Context: an optimization exercise on an open-source flow, tuned for small area and few clock cycles. The choices shown serve that exercise and are no tape-out recipe.
Function was not checked in any run shown here: the RTL went through the layout flow alone.
No activity file was given, so power comes from the tool's default toggle rates.

==> flow/design.v <==
module cmap_segment_group_builder (
	input  logic         clk,
	input  logic         arst_n,
	input  logic         s_tvalid,
	output logic         s_tready,
	input  logic [39:0]  s_tdata,    
	input  logic         s_tuser,    
	output logic         m_tvalid,
	input  logic         m_tready,
	output logic [151:0] m_tdata,    
	output logic [1:0]   m_tuser,    
	output logic         m_tlast
);
	localparam int SEG  = 0;
	localparam int SENT = 1;
	localparam int HDR  = 2;
	localparam int GRP  = 3;
	localparam int CNT  = 4;
	logic        iv_q;       
	logic        hist_q;     
	logic        fin_q;
	logic [20:0] cp_q;
	logic [15:0] dl_q;       
	logic        sx_q;       
	logic        gx_q;       
	logic [2:0]  step_q;     
	logic        seg_open_q;
	logic [15:0] seg_first_q;
	logic [15:0] seg_final_q;
	logic [15:0] seg_delta_q;
	logic [14:0] seg_total_q;
	logic        grp_open_q;
	logic [20:0] grp_first_q;
	logic [20:0] grp_final_q;
	logic [15:0] grp_delta_q;
	logic [20:0] grp_total_q;
	logic [20:0] s_cp;
	logic [15:0] s_gl;
	logic [20:0] s_m1;
	logic [15:0] s_dl;
	logic        s_ok;
	logic        s_bmp;
	logic        prev_ent;
	logic        prev_bmp;
	logic        prev_fin;
	logic        g_hit;
	logic        s_hit;
	assign s_cp     = s_tdata[20:0];
	assign s_gl     = s_tdata[36:21];
	assign s_m1     = s_cp - 21'd1;
	assign s_dl     = s_gl - s_cp[15:0];
	assign s_ok     = (s_cp != 21'd0) && (s_gl != 16'd0);
	assign s_bmp    = (s_cp[20:16] == 5'd0);
	assign prev_ent = hist_q && !fin_q;
	assign prev_fin = hist_q && fin_q;
	assign prev_bmp = prev_ent && (cp_q[20:16] == 5'd0);
	assign g_hit    = prev_ent && s_ok && (s_m1 == cp_q) && (s_dl == dl_q);
	assign s_hit    = prev_bmp ? g_hit
		: (!prev_fin && seg_open_q && s_ok && (s_m1[15:0] == seg_final_q) && (s_dl == seg_delta_q));
	logic       bmp_q;
	logic [4:0] need;
	logic [4:0] left;
	logic [4:0] after;
	logic [4:0] cur;
	assign bmp_q = (cp_q[20:16] == 5'd0);
	always_comb begin
		need = '0;
		if (fin_q) begin
			need[SEG]  = seg_open_q;
			need[SENT] = !(seg_open_q && (seg_final_q == 16'hFFFF));
			need[HDR]  = 1'b1;
			need[GRP]  = grp_open_q;
			need[CNT]  = 1'b1;
		end else begin
			need[SEG]  = seg_open_q && bmp_q && !sx_q;
			need[GRP]  = grp_open_q && !gx_q;
		end
		for (int i = 0; i < 5; i++) begin
			left[i] = need[i] && (3'(i) >= step_q);
		end
		cur   = left & (~left + 5'd1);
		after = left & ~cur;
	end
	logic take;
	logic hand;
	logic apply;
	assign m_tvalid = iv_q && (left != '0);
	assign hand     = m_tvalid && m_tready;
	assign apply    = iv_q && ((left == '0) || (hand && (after == '0)));
	assign s_tready = !iv_q || apply;
	assign take     = s_tvalid && s_tready;
	logic        pick_grp;
	logic [20:0] r_first;
	logic [20:0] r_final;
	logic [15:0] r_delta;
	logic [15:0] r_glyph;
	logic [3:0]  es;
	logic [15:0] sx2;
	logic [15:0] sr;
	logic [15:0] rs;
	assign pick_grp = cur[GRP];
	assign r_first  = pick_grp ? grp_first_q : {5'd0, seg_first_q};
	assign r_final  = pick_grp ? grp_final_q : {5'd0, seg_final_q};
	assign r_delta  = pick_grp ? grp_delta_q : seg_delta_q;
	assign r_glyph  = r_delta + r_first[15:0];
	logic [14:0] n;
	logic [14:0] top;
	logic        above;
	logic        low_n;
	assign n = seg_total_q;
	always_comb begin
		top   = '0;
		above = 1'b0;
		for (int i = 14; i >= 1; i--) begin
			top[i] = n[i] && !above;
			above  = above || n[i];
		end
		es = 4'd0;
		for (int i = 1; i < 15; i++) begin
			if (top[i]) begin
				es = es | 4'(i);
			end
		end
	end
	assign low_n = (n[14:1] == 14'd0);
	assign sx2   = {n, 1'b0};
	assign sr    = {top[14:1], low_n, 1'b0};
	assign rs    = low_n ? {{15{!n[0]}}, 1'b0} : {n & ~top, 1'b0};
	always_comb begin
		m_tdata = '0;
		m_tuser = 2'd0;
		if (cur[SEG] || cur[GRP]) begin
			m_tdata[20:0]  = r_first;
			m_tdata[41:21] = r_final;
			m_tdata[57:42] = r_glyph;
			if (cur[SEG]) begin
				m_tdata[73:58] = r_delta;
			end
		end
		if (cur[SENT]) begin
			m_tdata[20:0]  = 21'h00FFFF;
			m_tdata[41:21] = 21'h00FFFF;
			m_tdata[73:58] = 16'd1;
		end
		if (cur[HDR]) begin
			m_tdata[89:74]   = sx2;
			m_tdata[105:90]  = sr;
			m_tdata[109:106] = es;
			m_tdata[125:110] = rs;
		end
		if (cur[CNT]) begin
			m_tdata[146:126] = grp_total_q;
		end
		m_tuser[0] = cur[GRP] || cur[CNT];
		m_tuser[1] = cur[HDR] || cur[CNT];
	end
	assign m_tlast = (after == '0);
	always_ff @(posedge clk or negedge arst_n) begin
		if (!arst_n) begin
			iv_q        <= 1'b0;
			hist_q      <= 1'b0;
			step_q      <= '0;
			seg_open_q  <= 1'b0;
			seg_total_q <= '0;
			grp_open_q  <= 1'b0;
			grp_total_q <= '0;
		end else begin
			if (take) begin
				iv_q   <= 1'b1;
				hist_q <= 1'b1;
			end else if (apply) begin
				iv_q <= 1'b0;
			end
			if (apply) begin
				step_q <= '0;
			end else if (hand) begin
				step_q <= (cur[SEG] ? 3'd1 : 3'd0) | (cur[SENT] ? 3'd2 : 3'd0)
					| (cur[HDR] ? 3'd3 : 3'd0) | (cur[GRP] ? 3'd4 : 3'd0);
			end
			if (apply && fin_q) begin
				seg_open_q  <= 1'b0;
				seg_total_q <= '0;
				grp_open_q  <= 1'b0;
				grp_total_q <= '0;
			end else begin
				if (hand && (cur[SEG] || cur[SENT])) begin
					seg_total_q <= seg_total_q + 15'd1;
				end
				if (hand && cur[GRP]) begin
					grp_total_q <= grp_total_q + 21'd1;
				end
				if (apply) begin
					if (bmp_q) begin
						seg_open_q <= 1'b1;
					end
					grp_open_q <= 1'b1;
				end
			end
		end
	end
	always_ff @(posedge clk) begin
		if (take) begin
			fin_q <= s_tuser;
			cp_q  <= s_cp;
			dl_q  <= s_dl;
			sx_q  <= s_hit;
			gx_q  <= g_hit;
		end
		if (apply && !fin_q) begin
			if (bmp_q) begin
				seg_final_q <= cp_q[15:0];
				if (!sx_q) begin
					seg_first_q <= cp_q[15:0];
					seg_delta_q <= dl_q;
				end
			end
			grp_final_q <= cp_q;
			if (!gx_q) begin
				grp_first_q <= cp_q;
				grp_delta_q <= dl_q;
			end
		end
	end
endmodule
==> flow/run.sh <==
#!/bin/bash
# synth_recipe.tcl (not shown) runs the flow's synth.tcl, then flattens the netlist and writes it again
# the make line also repeats each setting of config.mk as NAME=value (left out here)
make -C /OpenROAD-flow-scripts/flow DESIGN_CONFIG=/design/flow/config.mk WORK_HOME=/design/flow/orfs CLKGATE_MAP_FILE= SYNTH_SCRIPT=/design/flow/synth_recipe.tcl finish
==> flow/config.mk <==
export PLATFORM = sky130hd
export DESIGN_NAME = cmap_segment_group_builder
export DESIGN_NICKNAME = cmap_segment_group_builder
export VERILOG_FILES = /design/flow/design.v
export SDC_FILE = /design/flow/constraint.sdc
export NUM_CORES = 4
export LEC_CHECK = 0
export CAP_MARGIN = 20
export CORE_MARGIN = 2
export CORE_UTILIZATION = 40
export SLEW_MARGIN = 20
==> flow/constraint.sdc <==
create_clock -name core_clock -period 6.0 [get_ports {clk}]
set_input_delay 1.2000 -clock core_clock [delete_from_list [all_inputs] [get_ports {clk}]]
set_output_delay 1.2000 -clock core_clock [all_outputs]
set_load 0.01 [all_outputs]
==> reports/metrics.csv, run 1 <==
metric,value,unit
run status,timing/DRC/antenna clean,
Initial DRC Count,696,
number of antenna violations at the first check in global routing,0,
post-synthesis sequential element count,189,
kind of launch point of the worst setup path,flip-flop,
CP arrival,4490,ps
DRC errors left,0,
first drt pass iteration count,5,
global-route usage over all layers,23.1,%
reported max-cap violation count,0,
nature of the critical path endpoint,output port,
dpl cell area,14200,um2
Core Region,29500,um2
required arrival time at the worst endpoint,4800,ps
vertical die dimension,177,um
Total Neg Setup Slack,0,ps
highest clock rate,176,MHz
most used flip-flop cell after synthesis,sky130_fd_sc_hd__edfxtp_1,
cell area power density,315,nW/um2
final weighted congestion in routability-driven placement,0.948,
Clk pwr share,24.4,%
mean instance size in the synthesized netlist,9.63,um2
Cell variety after synth,71,
clock-pin slew of the registers on the worst-case setup and hold paths,70,ps
LEAKAGE,5.72,nW
maximum level of the CTS H-tree,4,
maximum buffer depth of the clock tree,2,
Internal Dissipation,0.00303,W
Sw Ratio,36.0,%
Starting Density,40.4,%
count of pins on the block boundary,202,
share of final-layout standard cells stronger than drive strength 1,7.90,%
number of endpoints with negative hold slack in the final report,0,
area of all placed cells without fillers,15000,um2
sequential cell area fraction in the yosys report,45.8,%
buffers added on ports,190,
largest driver fanout on the critical path,8,
Least-Margin Pin Slew,996,ps
minimum period implied by the final worst setup slack,5690,ps
critical path type,flip-flop to output port,
clock tree skew after final layout,15.2,ps
largest net degree at the start of global routing,44,
wire length of the first global-routing pass,55500,um
Final Util,51.0,%
TritonCTS clock tree,built,
Mapped Area,11900,um2
clock tree sinks,189,
diode count,0,
grt total ovfl,0,
fin crit share,94.9,%
cell count after synthesis,1238,
"Power, Total",0.00474,W
vias in the first global route,9542,
share of synthesized registers carrying an async set or reset,22.8,%
buffer type at the clock tree root,sky130_fd_sc_hd__clkbuf_16,
"Slew Viols, Final",0,
insertion delay of the later-clocked pin in the worst-skew pair,440,ps
combinational share of power,40.0,%
number of buffers created by CTS,17,
final HPWL from detailed placement,27700,um
total setup violations reported at the end of the flow,0,
Switch Pwr,0.00170,W
count of vias placed by the detailed router,10000,
Antenna Nets Post-Route,0,
aggregate routed wire length,36100,um
width of the die,177,um
largest voltage drop on the vdd net,0.000214,V
area grow syn2layout,26.1,%
wire length per cell,19.8,um
synth warn,1,
number of flops mapped to enable cells by yosys,146,
kind of path behind the tightest hold check,flip-flop to flip-flop,
Max-Slew Margin vs Limit,33.5,%
Row Count,63,
proportion of power drawn by flip-flops and latches,35.6,%
die area,31200,um2
routed via count divided by cell count,5.51,
final net count,1497,
## cells in the mapped netlist, types with 9 or more instances
library cell,number,share of area [%]
sky130_fd_sc_hd__nand2_1,159,5.0
sky130_fd_sc_hd__edfxtp_1,146,37
sky130_fd_sc_hd__nor2_1,107,3.4
sky130_fd_sc_hd__xnor2_1,78,5.7
sky130_fd_sc_hd__a21oi_1,67,2.8
sky130_fd_sc_hd__xor2_1,62,4.6
sky130_fd_sc_hd__and2_1,59,3.1
sky130_fd_sc_hd__clkbuf_1,58,1.8
sky130_fd_sc_hd__o21ai_0,46,1.9
sky130_fd_sc_hd__dfrtp_1,43,9.0
sky130_fd_sc_hd__ha_1,33,3.5
sky130_fd_sc_hd__inv_1,32,1.0
sky130_fd_sc_hd__nor3_1,29,1.2
sky130_fd_sc_hd__and3_1,27,1.4
sky130_fd_sc_hd__nand3_1,23,0.97
sky130_fd_sc_hd__nand4_1,23,1.2
sky130_fd_sc_hd__a221o_1,18,1.5
sky130_fd_sc_hd__nand2b_1,17,0.89
sky130_fd_sc_hd__nor4_1,16,0.84
sky130_fd_sc_hd__or3_1,15,0.79
sky130_fd_sc_hd__nor2b_1,13,0.68
sky130_fd_sc_hd__a31oi_1,11,0.58
sky130_fd_sc_hd__buf_4,9,0.57
sky130_fd_sc_hd__nor3b_1,9,0.57
sky130_fd_sc_hd__or2_2,9,0.47
## metal layers
layer | up-vias | wire (um) | track usage, %
li1 | 4790 | - | -
met2 | 318 | 16600 | 36.6
met4 | 0 | 664 | 6.20
met3 | 31 | 1880 | 3.22
met5 | - | 0 | 0
met1 | 4882 | 16900 | 33.3
## cells in the final DEF, fill, tap and decap left out, drive strengths merged, types with 11 or more instances in the layout
cell,netlist,layout
nor4,17,17
o21ai,47,47
dfrtp,43,43
nand3,23,23
clkdlybuf4s50,0,187
and3,27,27
a21oi,68,68
nor2b,13,13
or3,15,15
nand2b,17,17
clkbuf,60,18
nand4,23,23
xor2,62,62
and2,59,59
nor3,29,29
inv,32,39
a31oi,11,11
nand2,159,159
a221o,18,18
buf,14,38
xnor2,78,78
ha,33,33
nor2,108,108
edfxtp,146,146
## cell type report
type,instances,area [um2]
Clock buffer,18,429
Clock inverter,14,173
Fill cell,2781,14500
Inverter,32,120
Multi-Input combinational cell,950,6150
Sequential cell,189,5460
Tap cell,390,488
Timing Repair Buffer,227,2210
## registers in the layout, indices dropped and copies added (netlist names)
register and count:
cp_q 21, grp_final_q 21, grp_first_q 21, grp_total_q 21
dl_q 16, grp_delta_q 16, seg_delta_q 16, seg_final_q 16
seg_first_q 16, seg_total_q 15, step_q 3, fin_q 1
grp_open_q 1, gx_q 1, hist_q 1, iv_q 1
seg_open_q 1, sx_q 1
## logic make-up after synthesis
family | Yosys count | synth area share (%)
flip-flops | 189 | 45.8
other | 1 | 0.0315
adder cells (fa/ha/maj) | 35 | 3.80
XOR/XNOR | 144 | 11.1
multiplexers | 8 | 0.672
buffers and inverters | 106 | 3.77
AND/OR/NAND/NOR | 526 | 22.1
AO/OA/AOI/OAI | 229 | 12.8
## worst max-delay path, cell delays in order, from the launching register on
cell and delay (ps):
sky130_fd_sc_hd__dfrtp_2 470, sky130_fd_sc_hd__nand2_1 160, sky130_fd_sc_hd__a211o_1 380, sky130_fd_sc_hd__nor2_4 250, sky130_fd_sc_hd__nand2_1 80, sky130_fd_sc_hd__nand2_1 140, sky130_fd_sc_hd__ha_1 250, sky130_fd_sc_hd__a21oi_1 190
sky130_fd_sc_hd__o21ai_1 130, sky130_fd_sc_hd__o2111ai_1 120, sky130_fd_sc_hd__nand4b_1 190, sky130_fd_sc_hd__nand4b_1 180, sky130_fd_sc_hd__a31oi_1 160, sky130_fd_sc_hd__or4_1 430, sky130_fd_sc_hd__a31oi_1 210, sky130_fd_sc_hd__xnor2_1 100
sky130_fd_sc_hd__nor2_1 90, sky130_fd_sc_hd__clkdlybuf4s50_1 540
## worst paths after layout
check	start	endpoint	slack (ps)	cells past startpoint
min in group asynchronous	arst_n	grp_total_q[20]$_DFFE_PN0P_	750	1
setup / recovery	step_q[1]$_DFFE_PN0P_	m_tdata[57]	310	17
hold / removal	dl_q[4]$_DFFE_PP_	seg_delta_q[4]$_DFFE_PP_	510	0
setup reg to reg	dl_q[13]$_DFFE_PP_	sx_q$_DFFE_PP_	2340	11
hold reg to reg	dl_q[4]$_DFFE_PP_	seg_delta_q[4]$_DFFE_PP_	510	0
max in group asynchronous	arst_n	step_q[0]$_DFFE_PN0P_	4840	1
## through the flow
step / worst slack, ps / hold WS, ps / instances
2_1_floorplan: 492 / 461 / 1245
3_3_place_gp: 289 / 483 / 1777
3_5_place_dp: 213 / 492 / 1778
4_1_cts: 14.0 / 510 / 1811
5_1_grt: -2.22 / 523 / 1820
6_report: 305 / 514 / 1820
## power groups by stage
stage / combinational (W) / sequential (W) / clock (W)
after floorplan: 0.00107 / 0.00166 / 0
after global placement: 0.00182 / 0.00171 / 0
after detailed placement: 0.00183 / 0.00171 / 0
after CTS: 0.00185 / 0.00169 / 0.00117
after global routing: 0.00207 / 0.00170 / 0.00123
final: 0.00189 / 0.00169 / 0.00115
## repair_timing
action                     in CTS  in global routing
gates resized for setup         6                 18
hold buffers                    0                  0
pin swaps                       1                  6
setup endpoints to repair       2                  4
buffers inserted                1                  9
==> inputs of run 2 (changes only) <==
==> flow/flow/run.sh (new file) <==
#!/bin/bash
# Standard layout, with plain buf_1 cells as the port buffers.
set -e
export BUFFER_PORTS_ARGS="-buffer_cell sky130_fd_sc_hd__buf_1"
bash standard.sh > standard.log 2>&1
==> flow/standard.sh (new file) <==
#!/bin/bash
# synth_recipe.tcl (not shown) runs the flow's synth.tcl, then flattens the netlist and writes it again
# the make line also repeats each setting of config.mk as NAME=value (left out here)
make -C /OpenROAD-flow-scripts/flow DESIGN_CONFIG=/design/flow/config.mk WORK_HOME=/design/flow/orfs CLKGATE_MAP_FILE= SYNTH_SCRIPT=/design/flow/synth_recipe.tcl "${@:-finish}"
removed: flow/run.sh
==> run 2 against run 1 <==
Effect of this change:
- setup slack worse by 2.0 ps
- flip-flop and latch count unchanged
- die area unchanged
- utilization down 4.5 points
- critical endpoint is now m_tdata[56]
==> reports/metrics.csv, run 2 <==
metric,value,unit,change
final weighted congestion in routability-driven placement,0.956,,+0.87%
share of final-layout standard cells stronger than drive strength 1,6.77,%,-1.1 points
run status,timing/DRC/antenna clean,,
required arrival time at the worst endpoint,4800,ps,about the same
largest driver fanout on the critical path,6,,-2
critical path type,flip-flop to output port,,
most used flip-flop cell after synthesis,sky130_fd_sc_hd__edfxtp_1,,
maximum buffer depth of the clock tree,2,,unchanged
"Power, Total",0.00441,W,-6.9%
buffers added on ports,190,,unchanged
width of the die,177,um,unchanged
largest voltage drop on the vdd net,0.000167,V,-22%
kind of launch point of the worst setup path,flip-flop,,
Antenna Nets Post-Route,0,,unchanged
Final Util,46.5,%,-4.5 points
vias in the first global route,9115,,-4.5%
met2 routing resource usage after global routing,34.1,%,-2.4 points
filler-free cell count of the finished design,1809,,-0.60%
fraction of met3 tracks used by global routing,3.63,%,+0.41 points
Clk pwr share,25.8,%,+1.4 points
grt total ovfl,0,,unchanged
diode count,0,,unchanged
DP Worst Slack,446,ps,+233 ps
maximum level of the CTS H-tree,4,,unchanged
nature of the critical path endpoint,output port,,
cell area power density,322,nW/um2,+2.2%
vertical die dimension,177,um,unchanged
met1 demand-to-capacity share in global routing,32.9,%,-0.49 points
reported max-cap violation count,0,,unchanged
cell depth of the worst hold path,0,,unchanged
Switch Pwr,0.00170,W,-0.47%
Max-Slew Margin vs Limit,38.8,%,+5.2 points
total setup violations reported at the end of the flow,0,,unchanged
Sw Ratio,38.5,%,+2.5 points
wire length per cell,19.4,um,-2.1%
count of vias placed by the detailed router,9840,,-1.8%
library cell with the highest instance count after synthesis,sky130_fd_sc_hd__nand2_1,,
kind of path behind the tightest hold check,flip-flop to flip-flop,,
hold wc startpoint,dl_q[0]$_DFFE_PP_,,
share of synthesized registers carrying an async set or reset,22.8,%,unchanged
clock tree skew after final layout,12.7,ps,-2.51 ps
post-synthesis sequential element count,189,,unchanged
insertion delay of the later-clocked pin in the worst-skew pair,460,ps,+20 ps
Mapped Area,11900,um2,unchanged
"Slew Viols, Final",0,,unchanged
Initial DRC Count,821,,+18%
biggest area consumer among synthesized cells,sky130_fd_sc_hd__edfxtp_1,,
smallest setup slack after layout,303,ps,-2.02 ps
routed via count divided by cell count,5.44,,-1.2%
die area,31200,um2,unchanged
"commonest non-fill, non-tap cells in the layout","sky130_fd_sc_hd__buf_1, sky130_fd_sc_hd__nand2_1, sky130_fd_sc_hd__edfxtp_1",,
Row Count,63,,unchanged
number of flops mapped to enable cells by yosys,146,,unchanged
area grow syn2layout,14.9,%,
buffer type at the clock tree root,sky130_fd_sc_hd__clkbuf_16,,
first drt pass iteration count,5,,unchanged
proportion of power drawn by flip-flops and latches,38.3,%,+2.7 points
final net count,1486,,-0.73%
fraction of synthesized cell area taken by the top area cell type,36.8,%,unchanged
number of endpoints with negative hold slack in the final report,0,,unchanged
post-placement cell count,1772,,-0.34%
multi-input gate area in the final layout,6100,um2,-0.87%
Seq. cell area,5460,um2,unchanged
startpoint of the worst-slack reg-to-reg timing path,dl_q[13]$_DFFE_PP_,,
clock tree sinks,189,,unchanged
combinational share of power,35.9,%,-4.1 points
number of antenna violations at the first check in global routing,0,,unchanged
number of buffers created by CTS,17,,unchanged
dominant cells by area after synthesis,"sky130_fd_sc_hd__edfxtp_1, sky130_fd_sc_hd__dfrtp_1, sky130_fd_sc_hd__xnor2_1",,
Least-Margin Pin Slew,918,ps,-78.4 ps
aggregate routed wire length,35100,um,-2.7%
DRC errors left,0,,unchanged
wire length of the first global-routing pass,53500,um,-3.5%
count of pins on the block boundary,202,,unchanged
TritonCTS clock tree,built,,
origin of the worst setup path,cp_q[16]$_DFFE_PP_,,
final HPWL from detailed placement,27000,um,-2.4%
Starting Density,40.4,%,unchanged
Core Region,29500,um2,unchanged
minimum period implied by the final worst setup slack,5700,ps,+2.02 ps
Internal Dissipation,0.00271,W,-10%
clock-pin slew of the registers on the worst-case setup and hold paths,80,ps,about the same
dpl cell area,13000,um2,-8.7%
"most common cell after layout, fill and taps aside",sky130_fd_sc_hd__buf_1,,
largest net degree at the start of global routing,44,,unchanged
global-route usage over all layers,22.7,%,-0.45 points
CP arrival,4500,ps,about the same
length in cells of the worst reg-to-reg path,10,,-1
area of all placed cells without fillers,13700,um2,-8.9%
highest clock rate,176,MHz,about the same
hold bufs inserted after CTS,0,,unchanged
GRT Max-Usage Layer,met2,,
cell count after synthesis,1238,,unchanged
mean instance size in the synthesized netlist,9.63,um2,unchanged
synth warn,1,,unchanged
final-layout fill cell count,2858,,+2.8%
fin crit share,94.9,%,about the same
LEAKAGE,5.17,nW,-9.6%
Cell variety after synth,71,,unchanged
sequential cell area fraction in the yosys report,45.8,%,unchanged
Synth top cells by count,"sky130_fd_sc_hd__nand2_1, sky130_fd_sc_hd__edfxtp_1, sky130_fd_sc_hd__nor2_1",,
-- run 2: final timing paths --
| kind | end | slack [ps] |
|---|---|---|
| max | m_tdata[56] | 300 |
| min | seg_delta_q[0]$_DFFE_PP_ | 510 |
| max reg2reg | sx_q$_DFFE_PP_ | 2480 |
| min reg2reg | seg_delta_q[0]$_DFFE_PP_ | 510 |
| max in group asynchronous | step_q[1]$_DFFE_PN0P_ | 4790 |
| min in group asynchronous | grp_total_q[5]$_DFFE_PN0P_ | 780 |
-- run 2: cells by family after synthesis --
family,after synthesis,share of synthesized area (%)
muxes,8,0.672
and+or+nand+nor,526,22.1
DFF,189,45.8
adders and majority gates,35,3.80
xor gates and xnor gates,144,11.1
other,1,0.0315
AOI/OAI and AO/OA,229,12.8
buffers and inverters,106,3.77
-- run 2: routing by layer --
layer  part of all wire [%]  vias up
met4                    3.0        0
met1                     47     4655
li1                       -     4780
met3                    6.3       58
met5                      0        -
met2                     44      347
-- run 2: power groups by stage --
stage / Clock, W / Combinational [W] / Sequential (W)
after global placement: 0 / 0.00154 / 0.00171
after global routing: 0.00121 / 0.00176 / 0.00171
final: 0.00114 / 0.00158 / 0.00169
after detailed placement: 0 / 0.00154 / 0.00172
after CTS: 0.00116 / 0.00155 / 0.00169
after floorplan: 0 / 0.00107 / 0.00166
-- run 2: per-stage QoR --
stage          hold slack (ps)  TNS [ps]
3_3_place_gp               482         0
3_5_place_dp               500         0
6_report                   513         0
2_1_floorplan              461         0
5_1_grt                    535     -30.8
4_1_cts                    516         0
-- run 2: critical path, cell delays in order (launching register included) --
cell and delay (ps):
sky130_fd_sc_hd__edfxtp_1 460, sky130_fd_sc_hd__nor4_1 300, sky130_fd_sc_hd__buf_4 190, sky130_fd_sc_hd__and3_1 230
sky130_fd_sc_hd__nor2_4 80, sky130_fd_sc_hd__buf_4 140, sky130_fd_sc_hd__nand2_1 50, sky130_fd_sc_hd__nand2_1 70
sky130_fd_sc_hd__ha_1 230, sky130_fd_sc_hd__fa_1 460, sky130_fd_sc_hd__a31oi_2 230, sky130_fd_sc_hd__nor3_1 110
sky130_fd_sc_hd__a211o_1 350, sky130_fd_sc_hd__a311oi_2 280, sky130_fd_sc_hd__o21bai_1 110, sky130_fd_sc_hd__a21oi_1 220
sky130_fd_sc_hd__o21ai_0 140, sky130_fd_sc_hd__xnor2_1 130, sky130_fd_sc_hd__nor2_1 90, sky130_fd_sc_hd__buf_1 160
-- run 2: layout make-up --
| class | count | area share [%] |
|---|---|---|
| Clock buffer | 17 | 3.11 |
| Clock inverter | 15 | 1.21 |
| Inverter | 32 | 0.877 |
| Multi-Input combinational cell | 950 | 44.5 |
| Sequential cell | 189 | 39.9 |
| Tap cell | 390 | 3.56 |
| Timing Repair Buffer | 216 | 6.84 |
-- run 2: repair_timing --
item / 4_1_cts / 5_1_grt
cloned: 0 / 0
resized for setup: 1 / 9
endpoints found under the setup margin: 1 / 3
pin swaps: 0 / 2
buffers inserted: 0 / 3

static timing again, ports no longer ideal:
The results above use ideal ports. As a check the final layouts listed here were re-extracted and re-timed, cells and wires unchanged.
Step 1 (the two cells are an assumption about what drives the block):
set clk [get_ports {clk}]
set_driving_cell -lib_cell sky130_fd_sc_hd__clkbuf_16 $clk
set_driving_cell -lib_cell sky130_fd_sc_hd__buf_2 [delete_from_list [all_inputs] $clk]
Step 2 also shifts input and output timing later by t, the mid clock arrival at the registers, as if the neighbouring blocks saw the same clock.
Three values: no drivers, after step 1, after step 2; two values: the first two.
run	t, ns	slack for setup (ns)	hold slack, ns	clock arrival spread, ns
run 1	0.478	0.305 / 0.256 / 0.440	0.514 / 0.514 / 0.514	0.018 / 0.018
run 2	0.502	0.303 / 0.252 / 0.739	0.513 / 0.513 / 0.513	0.013 / 0.013
After both steps every run listed still meets setup and hold.
